What follows belongs to an exercise in optimizing a design on an open flow for a short achievable clock period and few clock cycles per item; a production flow would make more cautious choices.
Power figures rest on the tool's default switching activity, not on a simulated workload.

==> inputs of v37 <==
==> flow/design.v <==
package iir_df1_biquad_axis_pkg;
    localparam int unsigned acc_guard_bits = 3;
    typedef enum logic [1:0] {
        StIdle,
        StMul,
        StSum,
        StOut
    } state_e;
endpackage
import iir_df1_biquad_axis_pkg::*;
module iir_biquad_sat
#(
    parameter int unsigned acc_width    = 32,
    parameter int unsigned inout_width  = 16,
    parameter int unsigned scale_factor = 14
) (
    input  logic signed [acc_width-1:0]   acc,
    output logic signed [inout_width-1:0] y
);
    localparam int unsigned top = scale_factor + inout_width - 1;
    logic ovf;
    always_comb begin
        ovf = !((&acc[acc_width-1:top]) || !(|acc[acc_width-1:top]));
        if (ovf) begin
            y = {acc[acc_width-1], {(inout_width-1){~acc[acc_width-1]}}};
        end else begin
            y = acc[top:scale_factor];
        end
    end
endmodule
module iir_biquad_csa
#(
    parameter int unsigned w = 32
) (
    input  logic [w-1:0] a,
    input  logic [w-1:0] b,
    input  logic [w-1:0] c,
    output logic [w-1:0] s,
    output logic [w-1:0] co
);
    logic [w-1:0] maj;
    assign s   = a ^ b ^ c;
    assign maj = (a & b) | (a & c) | (b & c);
    assign co  = {maj[w-2:0], 1'b0};
endmodule
import iir_df1_biquad_axis_pkg::*;
module iir_df1_biquad_axis
#(
    parameter int unsigned coeff_width  = 16,
    parameter int unsigned inout_width  = 16,
    parameter int unsigned scale_factor = 14,
    parameter int          a1_int_coeff = -31880,
    parameter int          a2_int_coeff = 15531,
    parameter int          bo_int_coeff = 167,
    parameter int          b1_int_coeff = -302,
    parameter int          b2_int_coeff = 167
) (
    input  logic                          clk,
    input  logic                          rst,
    input  logic                          s_axis_tvalid,
    input  logic signed [inout_width-1:0] s_axis_tdata,
    output logic                          m_axis_tready,
    output logic signed [inout_width-1:0] m_axis_tdata,
    output logic                          m_axis_tvalid
);
    localparam int unsigned aw = 32;
    localparam logic [aw-1:0] k_loop = aw'(0) - (aw'(32'hffff) << 10) - (aw'(31880) << 15);
    localparam logic [aw-1:0] k_a2   = (aw'(15531) << 15) - (aw'(32'hffff) << 14)
                                     - (aw'(32'hffff) << 8);
    localparam logic [aw-1:0] k_g    = k_loop + k_a2 - (aw'(1) << 25);
    logic ready_q;
    logic                          vin;
    logic signed [inout_width-1:0] xin;
    logic signed [inout_width-1:0] xh1, xh2;
    logic                          v1, v2, v3, v4, v5;
    logic signed [16:0]            a1;    
    logic signed [15:0]            b1;    
    logic signed [25:0]            p167, p302;
    logic signed [25:0]            f3;    
    logic [aw-1:0]                 gs, gc;
    logic [15:0]                   y1l, y2l;
    logic                          y1p, y1n, y2p, y2n;
    logic [15:0]                   y1b, y2b;    
    logic signed [inout_width-1:0] y1;
    logic signed [inout_width-1:0] yo;
    logic                          vo;
    logic [15:0]                   ysb;
    logic [aw-1:0]                 fb;
    logic [aw-1:0]                 g_op [9];
    logic [aw-1:0]                 g_s1, g_c1, g_s2, g_c2, g_s3, g_c3;
    logic [aw-1:0]                 g_s4, g_c4, g_s5, g_c5, g_s6, g_c6, g_s7, g_c7;
    always_comb begin
        ysb    = v4 ? y1b : y2b;
        fb     = aw'({~f3[25], f3[24:0]});
        g_op[0] = aw'({16'b0, ~ysb}) << 14;
        g_op[1] = aw'(ysb) << 10;
        g_op[2] = aw'({16'b0, ~ysb}) << 8;
        g_op[3] = aw'(ysb) << 6;
        g_op[4] = aw'(ysb) << 4;
        g_op[5] = aw'(ysb) << 2;
        g_op[6] = aw'(ysb);
        g_op[7] = fb;
        g_op[8] = k_g;
    end
    iir_biquad_csa #(.w(aw)) u_g1 (.a(g_op[0]), .b(g_op[1]), .c(g_op[2]), .s(g_s1), .co(g_c1));
    iir_biquad_csa #(.w(aw)) u_g2 (.a(g_op[3]), .b(g_op[4]), .c(g_op[5]), .s(g_s2), .co(g_c2));
    iir_biquad_csa #(.w(aw)) u_g3 (.a(g_op[6]), .b(g_op[7]), .c(g_op[8]), .s(g_s3), .co(g_c3));
    iir_biquad_csa #(.w(aw)) u_g4 (.a(g_s1), .b(g_c1), .c(g_s2), .s(g_s4), .co(g_c4));
    iir_biquad_csa #(.w(aw)) u_g5 (.a(g_c2), .b(g_s3), .c(g_c3), .s(g_s5), .co(g_c5));
    iir_biquad_csa #(.w(aw)) u_g6 (.a(g_s4), .b(g_c4), .c(g_s5), .s(g_s6), .co(g_c6));
    iir_biquad_csa #(.w(aw)) u_g7 (.a(g_s6), .b(g_c6), .c(g_c5), .s(g_s7), .co(g_c7));
    logic [15:0]                   yb;
    logic [aw-1:0]                 l_op [4];
    logic [aw-1:0]                 l_s1, l_c1, l_s2, l_c2, l_s3, l_c3, l_s4, l_c4;
    logic signed [aw-1:0]          acc;
    logic [15:0]                   yl_new;
    logic                          yp_new, yn_new;
    always_comb begin
        yb      = y1l;
        l_op[0] = aw'(yb) << 15;
        l_op[1] = aw'({16'b0, ~yb}) << 10;
        l_op[2] = aw'(yb) << 7;
        l_op[3] = aw'(yb) << 3;
    end
    iir_biquad_csa #(.w(aw)) u_l1 (.a(l_op[0]), .b(l_op[1]), .c(l_op[2]), .s(l_s1), .co(l_c1));
    iir_biquad_csa #(.w(aw)) u_l2 (.a(l_op[3]), .b(gs), .c(gc), .s(l_s2), .co(l_c2));
    iir_biquad_csa #(.w(aw)) u_l3 (.a(l_s1), .b(l_c1), .c(l_s2), .s(l_s3), .co(l_c3));
    iir_biquad_csa #(.w(aw)) u_l4 (.a(l_s3), .b(l_c3), .c(l_c2), .s(l_s4), .co(l_c4));
    localparam logic [aw-1:0] k_pos = (aw'(16'hffff) << 15) + (aw'(16'hffff) << 7) + (aw'(16'hffff) << 3);
    localparam logic [aw-1:0] k_neg = aw'(16'hffff) << 10;
    logic [aw-1:0] k_sat, t_s, t_c, sat_s, sat_c;
    logic          y1o;
    assign y1o   = y1p | y1n;
    assign k_sat = y1p ? k_pos : k_neg;
    iir_biquad_csa #(.w(aw)) u_k (.a(gs), .b(gc), .c(k_sat), .s(sat_s), .co(sat_c));
    assign t_s = y1o ? sat_s : l_s4;
    assign t_c = y1o ? sat_c : l_c4;
    assign acc = t_s + t_c;
    assign yl_new = {~acc[29], acc[28:14]};
    assign yp_new = ~acc[31] & (acc[30] | acc[29]);
    assign yn_new = acc[31] & ~(acc[30] & acc[29]);
    assign y1b = (y1l | {16{y1p}}) & ~{16{y1n}};
    assign y2b = (y2l | {16{y2p}}) & ~{16{y2n}};
    assign y1  = {~y1b[15], y1b[14:0]};
    always_ff @(posedge clk) begin
        ready_q <= ready_q | rst;
        vin <= s_axis_tvalid & ready_q & ~rst;
        xin <= s_axis_tdata;
        a1   <= 17'(xin) + 17'(xh2);
        b1   <= xh1;
        p167 <= 26'(a1) * 26'sd167;
        p302 <= 26'(b1) * 26'sd302;
        f3   <= p167 - p302;
        gs   <= g_s7;
        gc   <= g_c7;
        yo   <= y1;
        if (rst) begin
            v1  <= 1'b0;
            v2  <= 1'b0;
            v3  <= 1'b0;
            v4  <= 1'b0;
            v5  <= 1'b0;
            vo  <= 1'b0;
            xh1 <= '0;
            xh2 <= '0;
            y1l <= 16'h8000;
            y2l <= 16'h8000;
            y1p <= 1'b0;
            y1n <= 1'b0;
            y2p <= 1'b0;
            y2n <= 1'b0;
        end else begin
            v1 <= vin;
            v2 <= v1;
            v3 <= v2;
            v4 <= v3;
            v5 <= v4;
            vo <= v5;
            if (vin) begin
                xh1 <= xin;
                xh2 <= xh1;
            end
            if (v4) begin
                y1l <= yl_new;
                y1p <= yp_new;
                y1n <= yn_new;
                y2l <= y1l;
                y2p <= y1p;
                y2n <= y1n;
            end
        end
    end
    assign m_axis_tready = ready_q;
    assign m_axis_tdata  = yo;
    assign m_axis_tvalid = vo;
endmodule
==> flow/run.sh <==
#!/bin/bash
# synth_recipe.tcl (not shown) runs the flow's synth.tcl, then flattens the netlist and writes it again
# the make line also repeats each setting of config.mk as NAME=value (left out here)
make -C /OpenROAD-flow-scripts/flow DESIGN_CONFIG=/design/flow/config.mk WORK_HOME=/design/flow/orfs CLKGATE_MAP_FILE= SYNTH_SCRIPT=/design/flow/synth_recipe.tcl finish
==> flow/config.mk <==
export PLATFORM = sky130hd
export DESIGN_NAME = iir_df1_biquad_axis
export DESIGN_NICKNAME = iir_df1_biquad_axis
export VERILOG_FILES = /design/flow/design.v
export SDC_FILE = /design/flow/constraint.sdc
export NUM_CORES = 4
export LEC_CHECK = 0
export ABC_CLOCK_PERIOD_IN_PS = 2500
export CAP_MARGIN = 20
export CORE_MARGIN = 2
export CORE_UTILIZATION = 40
export SETUP_SLACK_MARGIN = 4.5
export SLEW_MARGIN = 20
==> flow/constraint.sdc <==
create_clock -name core_clock -period 7.0 [get_ports {clk}]
set_input_delay 1.4000 -clock core_clock [delete_from_list [all_inputs] [get_ports {clk}]]
set_output_delay 1.4000 -clock core_clock [all_outputs]
set_load 0.01 [all_outputs]
==> v9: changes against v37 <==
--- a/flow/design.v
+++ b/flow/design.v
@@ -45,2 +45,23 @@
 endmodule
+module iir_biquad_c42
+#(
+    parameter int unsigned w = 32
+) (
+    input  logic [w-1:0] a,
+    input  logic [w-1:0] b,
+    input  logic [w-1:0] c,
+    input  logic [w-1:0] d,
+    output logic [w-1:0] s,
+    output logic [w-1:0] co
+);
+    logic [w-1:0] x1, x2, x, ci, ch, cy;
+    assign x1 = a ^ b;
+    assign x2 = c ^ d;
+    assign x  = x1 ^ x2;
+    assign ch = (x1 & c) | (~x1 & a);      
+    assign ci = {ch[w-2:0], 1'b0};
+    assign s  = x ^ ci;
+    assign cy = (x & ci) | (~x & d);       
+    assign co = {cy[w-2:0], 1'b0};
+endmodule
 import iir_df1_biquad_axis_pkg::*;
@@ -70,3 +91,7 @@
     localparam logic [aw-1:0] k_g    = k_loop + k_a2 - (aw'(1) << 25);
+    localparam logic [aw-1:0] k_pos  = (aw'(16'hffff) << 15) + (aw'(16'hffff) << 7)
+                                     + (aw'(16'hffff) << 3);
+    localparam logic [aw-1:0] k_neg  = aw'(16'hffff) << 10;
     logic ready_q;
+    logic rst_q;     
     logic                          vin;
@@ -77,11 +102,35 @@
     logic signed [15:0]            b1;    
-    logic signed [25:0]            p167, p302;
+    logic [25:0]                   fs, fc;    
     logic signed [25:0]            f3;    
     logic [aw-1:0]                 gs, gc;
-    logic [15:0]                   y1l, y2l;
-    logic                          y1p, y1n, y2p, y2n;
-    logic [15:0]                   y1b, y2b;    
-    logic signed [inout_width-1:0] y1;
+    logic [15:0]                   y1l;
+    logic                          y1p, y1n;
+    logic [15:0]                   y1b, y2b;
     logic signed [inout_width-1:0] yo;
     logic                          vo;
+    assign y1b = (y1l | {16{y1p}}) & ~{16{y1n}};
+    logic [25:0] f_op [9];
+    logic [25:0] f_s1, f_c1, f_s2, f_c2, f_s3, f_c3, f_s4, f_c4, f_s5, f_c5;
+    logic [25:0] f_s6, f_c6, f_s7, f_c7;
+    logic [25:0] ax, bx;
+    always_comb begin
+        ax      = 26'(a1);
+        bx      = 26'(b1);
+        f_op[0] = ax << 7;
+        f_op[1] = ax << 5;
+        f_op[2] = ax << 3;
+        f_op[3] = ~ax;
+        f_op[4] = ~(bx << 8);
+        f_op[5] = ~(bx << 6);
+        f_op[6] = bx << 4;
+        f_op[7] = bx << 1;
+        f_op[8] = 26'd3;
+    end
+    iir_biquad_csa #(.w(26)) u_f1 (.a(f_op[0]), .b(f_op[1]), .c(f_op[2]), .s(f_s1), .co(f_c1));
+    iir_biquad_csa #(.w(26)) u_f2 (.a(f_op[3]), .b(f_op[4]), .c(f_op[5]), .s(f_s2), .co(f_c2));
+    iir_biquad_csa #(.w(26)) u_f3 (.a(f_op[6]), .b(f_op[7]), .c(f_op[8]), .s(f_s3), .co(f_c3));
+    iir_biquad_csa #(.w(26)) u_f4 (.a(f_s1), .b(f_c1), .c(f_s2), .s(f_s4), .co(f_c4));
+    iir_biquad_csa #(.w(26)) u_f5 (.a(f_c2), .b(f_s3), .c(f_c3), .s(f_s5), .co(f_c5));
+    iir_biquad_csa #(.w(26)) u_f6 (.a(f_s4), .b(f_c4), .c(f_s5), .s(f_s6), .co(f_c6));
+    iir_biquad_csa #(.w(26)) u_f7 (.a(f_s6), .b(f_c6), .c(f_c5), .s(f_s7), .co(f_c7));
     logic [15:0]                   ysb;
@@ -92,4 +141,4 @@
     always_comb begin
-        ysb    = v4 ? y1b : y2b;
-        fb     = aw'({~f3[25], f3[24:0]});
+        ysb     = v4 ? y1b : y2b;
+        fb      = aw'({~f3[25], f3[24:0]});
         g_op[0] = aw'({16'b0, ~ysb}) << 14;
@@ -111,37 +160,34 @@
     iir_biquad_csa #(.w(aw)) u_g7 (.a(g_s6), .b(g_c6), .c(g_c5), .s(g_s7), .co(g_c7));
-    logic [15:0]                   yb;
     logic [aw-1:0]                 l_op [4];
     logic [aw-1:0]                 l_s1, l_c1, l_s2, l_c2, l_s3, l_c3, l_s4, l_c4;
-    logic signed [aw-1:0]          acc;
-    logic [15:0]                   yl_new;
-    logic                          yp_new, yn_new;
-    always_comb begin
-        yb      = y1l;
-        l_op[0] = aw'(yb) << 15;
-        l_op[1] = aw'({16'b0, ~yb}) << 10;
-        l_op[2] = aw'(yb) << 7;
-        l_op[3] = aw'(yb) << 3;
-    end
-    iir_biquad_csa #(.w(aw)) u_l1 (.a(l_op[0]), .b(l_op[1]), .c(l_op[2]), .s(l_s1), .co(l_c1));
-    iir_biquad_csa #(.w(aw)) u_l2 (.a(l_op[3]), .b(gs), .c(gc), .s(l_s2), .co(l_c2));
-    iir_biquad_csa #(.w(aw)) u_l3 (.a(l_s1), .b(l_c1), .c(l_s2), .s(l_s3), .co(l_c3));
-    iir_biquad_csa #(.w(aw)) u_l4 (.a(l_s3), .b(l_c3), .c(l_c2), .s(l_s4), .co(l_c4));
-    localparam logic [aw-1:0] k_pos = (aw'(16'hffff) << 15) + (aw'(16'hffff) << 7) + (aw'(16'hffff) << 3);
-    localparam logic [aw-1:0] k_neg = aw'(16'hffff) << 10;
-    logic [aw-1:0] k_sat, t_s, t_c, sat_s, sat_c;
-    logic          y1o;
-    assign y1o   = y1p | y1n;
+    logic [aw-1:0]                 k_sat, sat_s, sat_c, alt_s, alt_c, t_s, t_c;
+    logic                          use_tree;
+    logic [aw-1:0]                 acc;
+    always_comb begin
+        l_op[0] = aw'(y1l) << 15;
+        l_op[1] = aw'({16'b0, ~y1l}) << 10;
+        l_op[2] = aw'(y1l) << 7;
+        l_op[3] = aw'(y1l) << 3;
+    end
+    iir_biquad_c42 #(.w(aw)) u_l1 (.a(l_op[0]), .b(l_op[1]), .c(l_op[2]), .d(l_op[3]),
+                                   .s(l_s1), .co(l_c1));
+    iir_biquad_c42 #(.w(aw)) u_l2 (.a(l_s1), .b(l_c1), .c(gs), .d(gc), .s(l_s4), .co(l_c4));
     assign k_sat = y1p ? k_pos : k_neg;
     iir_biquad_csa #(.w(aw)) u_k (.a(gs), .b(gc), .c(k_sat), .s(sat_s), .co(sat_c));
-    assign t_s = y1o ? sat_s : l_s4;
-    assign t_c = y1o ? sat_c : l_c4;
+    always_comb begin
+        use_tree = v4 & ~(y1p | y1n);
+        if (v4) begin
+            alt_s = sat_s;
+            alt_c = sat_c;
+        end else begin
+            alt_s = rst_q ? '0 : {{2{~y1b[15]}}, ~y1b[15], y1b[14:0], 14'b0};
+            alt_c = '0;
+        end
+        t_s = use_tree ? l_s4 : alt_s;
+        t_c = use_tree ? l_c4 : alt_c;
+    end
     assign acc = t_s + t_c;
-    assign yl_new = {~acc[29], acc[28:14]};
-    assign yp_new = ~acc[31] & (acc[30] | acc[29]);
-    assign yn_new = acc[31] & ~(acc[30] & acc[29]);
-    assign y1b = (y1l | {16{y1p}}) & ~{16{y1n}};
-    assign y2b = (y2l | {16{y2p}}) & ~{16{y2n}};
-    assign y1  = {~y1b[15], y1b[14:0]};
     always_ff @(posedge clk) begin
         ready_q <= ready_q | rst;
+        rst_q   <= rst;
         vin <= s_axis_tvalid & ready_q & ~rst;
@@ -150,23 +196,31 @@
         b1   <= xh1;
-        p167 <= 26'(a1) * 26'sd167;
-        p302 <= 26'(b1) * 26'sd302;
-        f3   <= p167 - p302;
+        fs   <= f_s7;
+        fc   <= f_c7;
+        f3   <= fs + fc;
         gs   <= g_s7;
         gc   <= g_c7;
-        yo   <= y1;
-        if (rst) begin
-            v1  <= 1'b0;
-            v2  <= 1'b0;
-            v3  <= 1'b0;
-            v4  <= 1'b0;
-            v5  <= 1'b0;
-            vo  <= 1'b0;
+        yo   <= {~y1b[15], y1b[14:0]};
+        y1l <= {~acc[29], acc[28:14]};
+        y1p <= ~acc[31] & (acc[30] | acc[29]);
+        y1n <= acc[31] & ~(acc[30] & acc[29]);
+        if (rst_q) begin
             xh1 <= '0;
             xh2 <= '0;
-            y1l <= 16'h8000;
-            y2l <= 16'h8000;
-            y1p <= 1'b0;
-            y1n <= 1'b0;
-            y2p <= 1'b0;
-            y2n <= 1'b0;
+            y2b <= 16'h8000;
+        end else begin
+            if (vin) begin
+                xh1 <= xin;
+                xh2 <= xh1;
+            end
+            if (v4) begin
+                y2b <= y1b;
+            end
+        end
+        if (rst) begin
+            v1 <= 1'b0;
+            v2 <= 1'b0;
+            v3 <= 1'b0;
+            v4 <= 1'b0;
+            v5 <= 1'b0;
+            vo <= 1'b0;
         end else begin
@@ -178,14 +232,2 @@
             vo <= v5;
-            if (vin) begin
-                xh1 <= xin;
-                xh2 <= xh1;
-            end
-            if (v4) begin
-                y1l <= yl_new;
-                y1p <= yp_new;
-                y1n <= yn_new;
-                y2l <= y1l;
-                y2p <= y1p;
-                y2n <= y1n;
-            end
         end
==> results.txt <==
v37 went through all stages and came out clean. v9 ran to the end with no violations.
Global-route usage: v37 is lower than v9 (0.59 points).
Sequential power: v37 is lower than v9 (about 8%).
Of v9 and v37, v37 has the higher final cell count (gap about 11%, measured against v37).
Sequential cell count: v9 is lower than v37 (2).
Between v37 and v9, the lower hold slack is in v37 (gap 0.017 ns).
Utilization: v37 is lower than v9 (2.3 points).
Clock power: v9 is lower than v37 (about 9%).
No functional check of the RTL was part of any run of this note.

re-timing with driven ports:
The flow's constraints put no driver on any port. The routed layouts listed below were extracted and timed again, unchanged, in two steps.
Step 1 sets driving cells, clkbuf_16 on the clock port and buf_2 on the other inputs (assumed; they add their load-dependent delay and slew).
Step 2, shift: input delay + t, output delay - t, t = (earliest + latest rising clock arrival at the registers) / 2. This alone moves slack from input paths to output paths.
Three values: ideal ports, drivers, drivers and shift; two values: the first two.
run | shift t [ns] | setup slack, ns | pins driven straight from the clock port
v37 | 0.599 | 2.449 / 2.449 / 2.449 | 1
v9 | 0.624 | 2.903 / 2.903 / 2.903 | 1
After both steps setup and hold are still met in every run listed.
